From an optimization exercise on the open Yosys and OpenROAD flow, aimed at small area; shortcuts taken in it are not production practice.
At most, simulation tests tie the RTL to the original design; equivalence was not proved.
Power figures rest on the tool's default switching activity, not on a simulated workload.

Setup of trial 82:
==> module data_memory, before the edit <==
module data_memory (
    input  wire                  clk,
    input  alu_system_pkg::data_t i_addr,
    input  alu_system_pkg::data_t i_wdata,
    input  wire                  i_wr,
    input  wire                  i_cs_n,
    output alu_system_pkg::data_t o_rdata
);
    logic [15:0]           hi;
    logic [15:0]           hw_n;
    logic [15:0]           lo;
    logic [255:0]          sel_n;
    logic [255:0]          wen;
    logic [2047:0]         q;
    alu_system_pkg::data_t col;      
    alu_system_pkg::data_t rd;
    logic                  ph;       
    always_ff @(posedge clk)
    begin
        ph <= !ph;
    end
    assign col = i_wr ? (i_wdata ^ {8{ph}}) : '1;
    mem_pre pre0 (
        .i_addr(i_addr), .i_cs_n(i_cs_n), .i_wr(i_wr), .o_hi(hi), .o_hw_n(hw_n), .o_lo(lo)
    );
    mem_dec dec0 (.i_hi(hi), .i_lo(lo), .o_sel_n(sel_n));
    for (genvar r = 0; r < 256; r++)
    begin : g_row
        mem_wen wen0 (.i_sel_n(sel_n[r]), .i_hw_n(hw_n[r / 16]), .o_wen(wen[r]));
        mem_row row (
            .clk(clk), .i_sel_n(sel_n[r]), .i_wen(wen[r]), .i_col(col), .o_q(q[r*8 +: 8])
        );
    end
    mem_read rd0 (.i_sel_n(sel_n), .i_q(q), .o_rd(rd));
    assign o_rdata = (!i_cs_n && !i_wr) ? (rd ^ {8{ph}}) : '0;
endmodule
clock: 10.0 ns
lec_check: 0
cap_margin: 10
core_margin: 2
core_utilization: 60
cts_buf_list: sky130_fd_sc_hd__clkbuf_8
cts_cluster_diameter: 70
cts_cluster_size: 18
gpl_timing_driven: 0
setup_slack_margin: 0.45
slew_margin: 10
synth_hierarchical: 1
synth_minimum_keep_size: 0
standard.sh (not shown) runs the stock make flow with config.mk's settings and CLKGATE_MAP_FILE= SYNTH_SCRIPT=/design/flow/synth_recipe.tcl, a recipe that flattens the netlist after the stock synthesis.
==> flow/flow/run.sh <==
#!/bin/bash
# Standard ORFS layout, except that after the standard synthesis every
# combinational cell is set to its smallest drive strength; the flow's own
# repair steps then size up only what timing needs.
set -euo pipefail
W=$(pwd)
R=$W/orfs/results/$FLOW_PLATFORM/alu_system/base
LIB=$FLOW_HOME/platforms/$FLOW_PLATFORM/lib/sky130_fd_sc_hd__tt_025C_1v80.lib
bash standard.sh synth > $W/flow_synth.log 2>&1
cp $R/1_2_yosys.v $W/1_2_yosys_orig.v
python3 $W/flow/downsize.py $LIB $R/1_2_yosys.v > $W/flow_downsize.log 2>&1
rm -f $R/1_synth.odb
bash standard.sh REMOVE_ABC_BUFFERS=1 "BUFFER_PORTS_ARGS=-buffer_cell sky130_fd_sc_hd__buf_2" finish > $W/flow_finish.log 2>&1
==> flow/flow/downsize.py <==
# Rewrites a Yosys netlist so that every combinational cell uses the smallest-area
# variant of its function (same cell family, different drive strength).
# Registers keep their cell types. Usage: downsize.py LIB NETLIST
import re, sys
lib = open(sys.argv[1]).read()
area = {m.group(1): float(m.group(2)) for m in
        re.finditer(r'cell\s*\(\s*"?(sky130_fd_sc_hd__\w+)"?\s*\)\s*\{.*?area\s*:\s*([\d.]+)', lib, re.S)}
skip = re.compile(r'sky130_fd_sc_hd__(s?e?df|dl|sdl|clk|tap|fill|decap|conb|lpflow|probe|fa_|ha_|maj)')
fam = {}
for c in area:
    m = re.match(r'(sky130_fd_sc_hd__\w+?)_(\d+)$', c)
    if m and not skip.match(c):
        fam.setdefault(m.group(1), []).append(c)
best = {}
for f, cells in fam.items():
    b = min(cells, key=lambda c: (area[c], int(c.rsplit('_', 1)[1])))
    for c in cells:
        if c != b and area[c] > area[b]:
            best[c] = b
text = open(sys.argv[2]).read()
n = [0]
def sub(m):
    c = m.group(1)
    if c in best:
        n[0] += 1
        return best[c] + m.group(2)
    return m.group(0)
text = re.sub(r'\b(sky130_fd_sc_hd__\w+)(\s+[\\\w])', sub, text)
open(sys.argv[2], 'w').write(text)
print("downsized", n[0], "cells")
Trial 82 went all the way through the flow, and no timing, DRC or antenna check failed.
Input changes introduced in trial 6 (baseline for comparison: trial 82):
--- a/flow/design.v
+++ b/flow/design.v
@@ -409,5 +409,12 @@
     end
     mem_read rd0 (.i_sel_n(sel_n), .i_q(q), .o_rd(rd));
-    assign o_rdata = (!i_cs_n && !i_wr) ? (rd ^ {8{ph}}) : '0;
+    logic rd_one;    
+    logic rd_zero;   
+    assign rd_one  = !i_cs_n & !i_wr & !ph;
+    assign rd_zero = !i_cs_n & !i_wr & ph;
+    for (genvar b = 0; b < 8; b++)
+    begin : g_out
+        assign o_rdata[b] = rd[b] ? rd_one : rd_zero;
+    end
 endmodule
 `default_nettype wire
Any difference in area growth from synthesis to layout between trial 82 and trial 6 is small enough to ignore.
Part of the power in the clock network on trial 6 is down relative to trial 82.
Standby leakage power essentially unchanged between trial 82 and trial 6.
Compare trial 82 and trial 6 | share of total power in sequential cells lower: trial 82
Changes observed in trial 6 relative to trial 82: number of cells on the critical path increased by 1 relative to the old numbers, clock buffer instance count of the final layout decreased by 3.3% relative to the old numbers.
Between trial 82 and trial 6, the power is lower for trial 6.
Setup slack of the worst register-to-register path ended up 0.05 ns lower on trial 6 than on trial 82.
Of the two values seen for uppermost signal routing layer after detailed routing, met4 was produced by trial 82 and met5 by trial 6.
Compared with trial 82, trial 6 shows a data arrival time at the worst-slack endpoint that is 0.02 ns higher.
No functional check of the RTL was part of trial 6.

========
== middle ==
The RTL this note starts from:
==> flow/design.v <==
`default_nettype none
package alu_system_pkg;
    localparam int DATA_W    = 8;
    localparam int IR_W      = 16;
    localparam int MEM_DEPTH = 256;
    localparam int MAX_REGS  = 4;    
    typedef logic [DATA_W-1:0] data_t;
    typedef logic [IR_W-1:0]   ir_t;
    typedef enum logic [1:0] {
        FUN_DEC   = 2'd0,
        FUN_INC   = 2'd1,
        FUN_LOAD  = 2'd2,
        FUN_CLEAR = 2'd3
    } reg_fun_e;
    typedef enum logic [3:0] {
        OP_PASS_A = 4'd0,
        OP_PASS_B = 4'd1,
        OP_NOT_A  = 4'd2,
        OP_NOT_B  = 4'd3,
        OP_ADD    = 4'd4,
        OP_ADC    = 4'd5,    
        OP_SUB    = 4'd6,
        OP_AND    = 4'd7,
        OP_OR     = 4'd8,
        OP_XOR    = 4'd9,
        OP_LSL    = 4'd10,
        OP_LSR    = 4'd11,
        OP_ASL    = 4'd12,
        OP_ASR    = 4'd13,
        OP_ROL    = 4'd14,   
        OP_ROR    = 4'd15
    } alu_op_e;
    typedef struct packed {
        logic z;
        logic n;
        logic c;
        logic o;
    } flags_t;
    typedef struct packed {
        reg_fun_e            fun;
        logic [MAX_REGS-1:0] load_n;     
        logic [1:0]          sel_a;
        logic [1:0]          sel_b;
    } bank_ctrl_t;
    typedef struct packed {
        bank_ctrl_t rf;
        bank_ctrl_t arf;
        logic [1:0] mux_a_sel;
        logic [1:0] mux_b_sel;
        logic       mux_c_sel;
        alu_op_e    alu_op;
        logic       flag_we;
        reg_fun_e   ir_fun;
        logic       ir_low;
        logic       ir_en;
        logic       mem_wr;
        logic       mem_cs_n;
    } ctrl_t;
endpackage
`default_nettype wire
`default_nettype none
module reg_bank #(
    parameter int NUM_REGS = 4
) (
    input  wire                       clk,
    input  wire                       reset,
    input  alu_system_pkg::bank_ctrl_t i_ctrl,
    input  alu_system_pkg::data_t      i_data,
    output alu_system_pkg::data_t      o_a,
    output alu_system_pkg::data_t      o_b
);
    localparam int unsigned FOLD = alu_system_pkg::MAX_REGS - NUM_REGS;
    alu_system_pkg::data_t regs [0:NUM_REGS-1];
    function automatic logic [1:0] fold_sel(input logic [1:0] sel);
        fold_sel = (32'(sel) < FOLD) ? 2'd0 : 2'(32'(sel) - FOLD);
    endfunction
    always_ff @(posedge clk or posedge reset)
    begin
        if (reset)
        begin
            for (int i = 0; i < NUM_REGS; i++)
            begin
                regs[i] <= '0;
            end
        end
        else
        begin
            for (int i = 0; i < NUM_REGS; i++)
            begin
                if (!i_ctrl.load_n[i])
                begin
                    case (i_ctrl.fun)
                        alu_system_pkg::FUN_DEC:   regs[i] <= regs[i] - 8'd1;    
                        alu_system_pkg::FUN_INC:   regs[i] <= regs[i] + 8'd1;
                        alu_system_pkg::FUN_LOAD:  regs[i] <= i_data;
                        alu_system_pkg::FUN_CLEAR: regs[i] <= '0;
                        default:   regs[i] <= regs[i];
                    endcase
                end
            end
        end
    end
    assign o_a = regs[fold_sel(i_ctrl.sel_a)];
    assign o_b = regs[fold_sel(i_ctrl.sel_b)];
endmodule
`default_nettype wire
`default_nettype none
module instr_reg (
    input  wire                     clk,
    input  wire                     reset,
    input  wire                     i_en,
    input  alu_system_pkg::reg_fun_e i_fun,
    input  wire                     i_low,
    input  alu_system_pkg::data_t    i_data,
    output alu_system_pkg::ir_t      o_ir
);
    alu_system_pkg::ir_t ir_q;
    always_ff @(posedge clk or posedge reset)
    begin
        if (reset)
        begin
            ir_q <= '0;
        end
        else if (i_en)
        begin
            case (i_fun)
                alu_system_pkg::FUN_DEC:   ir_q <= ir_q - 16'd1;
                alu_system_pkg::FUN_INC:   ir_q <= ir_q + 16'd1;
                alu_system_pkg::FUN_LOAD:
                begin
                    if (i_low)
                        ir_q[alu_system_pkg::DATA_W-1:0] <= i_data;     
                    else
                        ir_q[alu_system_pkg::IR_W-1:alu_system_pkg::DATA_W] <= i_data;
                end
                alu_system_pkg::FUN_CLEAR: ir_q <= '0;
                default:   ir_q <= ir_q;
            endcase
        end
    end
    assign o_ir = ir_q;
endmodule
`default_nettype wire
`default_nettype none
module bus_mux (
    input  wire [1:0]            i_mux_a_sel,
    input  wire [1:0]            i_mux_b_sel,
    input  wire                  i_mux_c_sel,
    input  alu_system_pkg::data_t i_alu,
    input  alu_system_pkg::data_t i_arf_c,
    input  alu_system_pkg::data_t i_rf_a,
    input  alu_system_pkg::data_t i_mem,
    input  alu_system_pkg::ir_t   i_ir,
    output alu_system_pkg::data_t o_rf_data,
    output alu_system_pkg::data_t o_arf_data,
    output alu_system_pkg::data_t o_alu_a
);
    alu_system_pkg::data_t ir_low;
    assign ir_low = i_ir[alu_system_pkg::DATA_W-1:0];
    always_comb
    begin
        case (i_mux_a_sel)
            2'd0:    o_rf_data = i_alu;
            2'd1:    o_rf_data = i_arf_c;
            2'd2:    o_rf_data = i_mem;
            default: o_rf_data = ir_low;
        endcase
        case (i_mux_b_sel)
            2'd0,
            2'd1:    o_arf_data = i_alu;
            2'd2:    o_arf_data = i_mem;
            default: o_arf_data = ir_low;
        endcase
        o_alu_a = i_mux_c_sel ? i_rf_a : i_arf_c;    
    end
endmodule
`default_nettype wire
`default_nettype none
module alu_unit (
    input  wire                     clk,
    input  wire                     reset,
    input  alu_system_pkg::alu_op_e  i_op,
    input  wire                     i_flag_we,
    input  alu_system_pkg::data_t    i_a,
    input  alu_system_pkg::data_t    i_b,
    output alu_system_pkg::data_t    o_result,
    output alu_system_pkg::flags_t   o_flags
);
    localparam int MSB = alu_system_pkg::DATA_W - 1;
    alu_system_pkg::flags_t        flags_q;
    alu_system_pkg::flags_t        flags_nxt;
    alu_system_pkg::data_t         result;
    alu_system_pkg::data_t         b_op;
    logic          cin;
    logic [alu_system_pkg::DATA_W:0] sum;
    always_comb
    begin
        b_op = (i_op == alu_system_pkg::OP_SUB) ? ~i_b : i_b;
        cin  = (i_op == alu_system_pkg::OP_SUB) | ((i_op == alu_system_pkg::OP_ADC) & flags_q.c);
        sum  = {1'b0, i_a} + {1'b0, b_op} + {{alu_system_pkg::DATA_W{1'b0}}, cin};
    end
    always_comb
    begin
        flags_nxt = flags_q;     
        case (i_op)
            alu_system_pkg::OP_PASS_A: result = i_a;
            alu_system_pkg::OP_PASS_B: result = i_b;
            alu_system_pkg::OP_NOT_A:  result = ~i_a;
            alu_system_pkg::OP_NOT_B:  result = ~i_b;
            alu_system_pkg::OP_ADD,
            alu_system_pkg::OP_ADC:
            begin
                result      = sum[MSB:0];
                flags_nxt.c = sum[alu_system_pkg::DATA_W];
                flags_nxt.o = (i_a[MSB] == i_b[MSB]) && (result[MSB] != i_a[MSB]);
            end
            alu_system_pkg::OP_SUB:
            begin
                result      = sum[MSB:0];
                flags_nxt.c = sum[alu_system_pkg::DATA_W];
                flags_nxt.o = (i_a[MSB] != i_b[MSB]) && (result[MSB] != i_a[MSB]);
            end
            alu_system_pkg::OP_AND:    result = i_a & i_b;
            alu_system_pkg::OP_OR:     result = i_a | i_b;
            alu_system_pkg::OP_XOR:    result = i_a ^ i_b;
            alu_system_pkg::OP_LSL:
            begin
                result      = {i_a[MSB-1:0], 1'b0};
                flags_nxt.c = i_a[MSB];
            end
            alu_system_pkg::OP_LSR:
            begin
                result      = {1'b0, i_a[MSB:1]};
                flags_nxt.c = i_a[0];
            end
            alu_system_pkg::OP_ASL:
            begin
                result      = {i_a[MSB-1:0], 1'b0};
                flags_nxt.c = i_a[MSB];
                flags_nxt.o = i_a[MSB] ^ i_a[MSB-1];    
            end
            alu_system_pkg::OP_ASR:
            begin
                result      = {i_a[MSB], i_a[MSB:1]};
                flags_nxt.c = i_a[0];
            end
            alu_system_pkg::OP_ROL:
            begin
                result      = {i_a[MSB-1:0], flags_q.c};
                flags_nxt.c = i_a[MSB];
            end
            default:     
            begin
                result      = {flags_q.c, i_a[MSB:1]};
                flags_nxt.c = i_a[0];
            end
        endcase
        flags_nxt.z = (result == '0);
        flags_nxt.n = result[MSB];
    end
    always_ff @(posedge clk or posedge reset)
    begin
        if (reset)
            flags_q <= '0;
        else if (i_flag_we)
            flags_q <= flags_nxt;
    end
    assign o_result = result;
    assign o_flags  = flags_q;
endmodule
`default_nettype wire
`default_nettype none
module data_memory (
    input  wire                  clk,
    input  alu_system_pkg::data_t i_addr,
    input  alu_system_pkg::data_t i_wdata,
    input  wire                  i_wr,
    input  wire                  i_cs_n,
    output alu_system_pkg::data_t o_rdata
);
    alu_system_pkg::data_t mem [0:alu_system_pkg::MEM_DEPTH-1];
    always_ff @(posedge clk)
    begin
        if (!i_cs_n && i_wr)
            mem[i_addr] <= i_wdata;
    end
    assign o_rdata = (!i_cs_n && !i_wr) ? mem[i_addr] : '0;
endmodule
`default_nettype wire
`default_nettype none
module alu_system (
    input  wire         clk,
    input  wire         reset,
    input  wire  [35:0] i_ctrl,
    output logic [7:0]  o_alu_out,
    output logic [3:0]  o_flags,
    output logic [7:0]  o_address,
    output logic [7:0]  o_mem_data,
    output logic [15:0] o_ir
);
    alu_system_pkg::ctrl_t ctrl;
    assign ctrl = alu_system_pkg::ctrl_t'(i_ctrl);
    alu_system_pkg::data_t rf_data;
    alu_system_pkg::data_t arf_data;
    alu_system_pkg::data_t rf_a;
    alu_system_pkg::data_t rf_b;
    alu_system_pkg::data_t arf_c;
    alu_system_pkg::data_t alu_a;
    reg_bank #(.NUM_REGS(4)) rf0 (
        .clk(clk), .reset(reset), .i_ctrl(ctrl.rf), .i_data(rf_data),
        .o_a(rf_a), .o_b(rf_b)
    );
    reg_bank #(.NUM_REGS(3)) arf0 (
        .clk(clk), .reset(reset), .i_ctrl(ctrl.arf), .i_data(arf_data),
        .o_a(arf_c), .o_b(o_address)
    );
    instr_reg ir0 (
        .clk(clk), .reset(reset), .i_en(ctrl.ir_en), .i_fun(ctrl.ir_fun),
        .i_low(ctrl.ir_low), .i_data(o_mem_data), .o_ir(o_ir)
    );
    bus_mux mux0 (
        .i_mux_a_sel(ctrl.mux_a_sel), .i_mux_b_sel(ctrl.mux_b_sel),
        .i_mux_c_sel(ctrl.mux_c_sel), .i_alu(o_alu_out), .i_arf_c(arf_c),
        .i_rf_a(rf_a), .i_mem(o_mem_data), .i_ir(o_ir),
        .o_rf_data(rf_data), .o_arf_data(arf_data), .o_alu_a(alu_a)
    );
    alu_unit alu0 (
        .clk(clk), .reset(reset), .i_op(ctrl.alu_op), .i_flag_we(ctrl.flag_we),
        .i_a(alu_a), .i_b(rf_b), .o_result(o_alu_out), .o_flags(o_flags)
    );
    data_memory mem0 (
        .clk(clk), .i_addr(o_address), .i_wdata(o_alu_out), .i_wr(ctrl.mem_wr),
        .i_cs_n(ctrl.mem_cs_n), .o_rdata(o_mem_data)
    );
endmodule
`default_nettype wire
==> flow/config.mk <==
export PLATFORM = sky130hd
export DESIGN_NAME = alu_system
export DESIGN_NICKNAME = alu_system
export VERILOG_FILES = /design/flow/design.v
export SDC_FILE = /design/flow/constraint.sdc
export NUM_CORES = 4
export LEC_CHECK = 0
export CAP_MARGIN = 20
export CORE_MARGIN = 2
export CORE_UTILIZATION = 40
export SLEW_MARGIN = 20
==> flow/constraint.sdc <==
create_clock -name core_clock -period 10.0 [get_ports {clk}]
set_input_delay 2.0000 -clock core_clock [delete_from_list [all_inputs] [get_ports {clk}]]
set_output_delay 2.0000 -clock core_clock [all_outputs]
set_load 0.01 [all_outputs]
run.sh (not shown) runs the stock make flow with config.mk's settings and CLKGATE_MAP_FILE= SYNTH_SCRIPT=/design/flow/synth_recipe.tcl, a recipe that flattens the netlist after the stock synthesis.
Stock flow here: none of the scripts above is used.
Changes in north relative to middle:
--- a/flow/design.v
+++ b/flow/design.v
@@ -275,19 +275,55 @@
     input  alu_system_pkg::data_t i_addr,
     input  alu_system_pkg::data_t i_wdata,
     input  wire                  i_wr,
     input  wire                  i_cs_n,
     output alu_system_pkg::data_t o_rdata
 );
-    alu_system_pkg::data_t mem [0:alu_system_pkg::MEM_DEPTH-1];
+    localparam int DEPTH = alu_system_pkg::MEM_DEPTH;
+    logic [15:0] hi;
+    logic [15:0] lo;
+    logic [DEPTH-1:0] sel_n;     
+    logic [DEPTH-1:0] wen;       
+    alu_system_pkg::data_t col;  
+    alu_system_pkg::data_t mem [0:DEPTH-1];
+    alu_system_pkg::data_t rd;
+    logic ph;                    
+    always_comb
+    begin
+        for (int i = 0; i < 16; i++)
+        begin
+            hi[i] = (i_addr[7:4] == 4'(i)) & !i_cs_n;
+            lo[i] = (i_addr[3:0] == 4'(i));
+        end
+        for (int r = 0; r < DEPTH; r++)
+        begin
+            sel_n[r] = !(hi[r / 16] & lo[r % 16]);
+            wen[r]   = !sel_n[r] & i_wr;
+        end
+        col = i_wr ? (i_wdata ^ {8{ph}}) : '1;
+    end
     always_ff @(posedge clk)
     begin
-        if (!i_cs_n && i_wr)
-            mem[i_addr] <= i_wdata;
+        ph <= !ph;
+    end
+    always_ff @(posedge clk)
+    begin
+        for (int r = 0; r < DEPTH; r++)
+        begin
+            mem[r] <= ~((mem[r] | {8{wen[r]}}) & (col | {8{sel_n[r]}}));
+        end
+    end
+    always_comb
+    begin
+        rd = '1;
+        for (int r = 0; r < DEPTH; r++)
+        begin
+            rd = rd & (mem[r] | {8{sel_n[r]}});
+        end
     end
-    assign o_rdata = (!i_cs_n && !i_wr) ? mem[i_addr] : '0;
+    assign o_rdata = (!i_cs_n && !i_wr) ? (rd ^ {8{ph}}) : '0;
 endmodule
 `default_nettype wire
 `default_nettype none
 module alu_system (
     input  wire         clk,
     input  wire         reset,
### Flow results
Delta (north minus middle): flip-flop and latch count held, power dissipated by switching net loads went up 32%, area after synthesis went down 4.7%, wire length reported by the detailed router went up 300000 um.
north vs. middle: final weighted congestion in routability-driven placement climbed 25%, design area increased 1.5%, routed length per placed instance has increased, final critical delay including setup and external delays went up 0.52 ns.
Post-route worst hold slack delta for north relative to middle: 0.085 ns lower
No crash in north: every stage finished, but the layout fails its final checks due to negative setup slack.
Function was not checked in any run of this note: the RTL went through the layout flow alone.

-- afterwards: timing with drivers on the ports --
The results above use ideal ports. As a check the final layouts listed here were re-extracted and re-timed, cells and wires unchanged. Step 1, drivers: a clkbuf_16 drives clk and a buf_2 each remaining input, both assumed. Step 2 moves the port delays by t, midway between the first and last clock arrival at a register: inputs arrive t later, outputs are due t later. That takes back most of the time a late clock gives input paths. Slacks: ideal ports / drivers / drivers and shift; pairs: ideal ports / drivers.
run	shift t [ns]	setup WS [ns]	hold slack, ns	latest minus earliest clock arrival (ns)
trial 82	0.980	0.362 / 0.336 / 0.336	0.447 / 0.447 / 0.447	0.038 / 0.039
trial 6	0.986	0.342 / 0.320 / 0.320	0.446 / 0.446 / 0.446	0.054 / 0.054
middle	0.932	0.387 / 0.354 / 0.354	0.514 / 0.514 / 0.514	0.075 / 0.075
north	0.993	-0.136 / -0.162 / -0.162	0.429 / 0.429 / 0.429	0.076 / 0.076
For middle, which loses most, drivers alone change the setup slack by -0.033 ns; drivers and shift together by -0.033 ns.
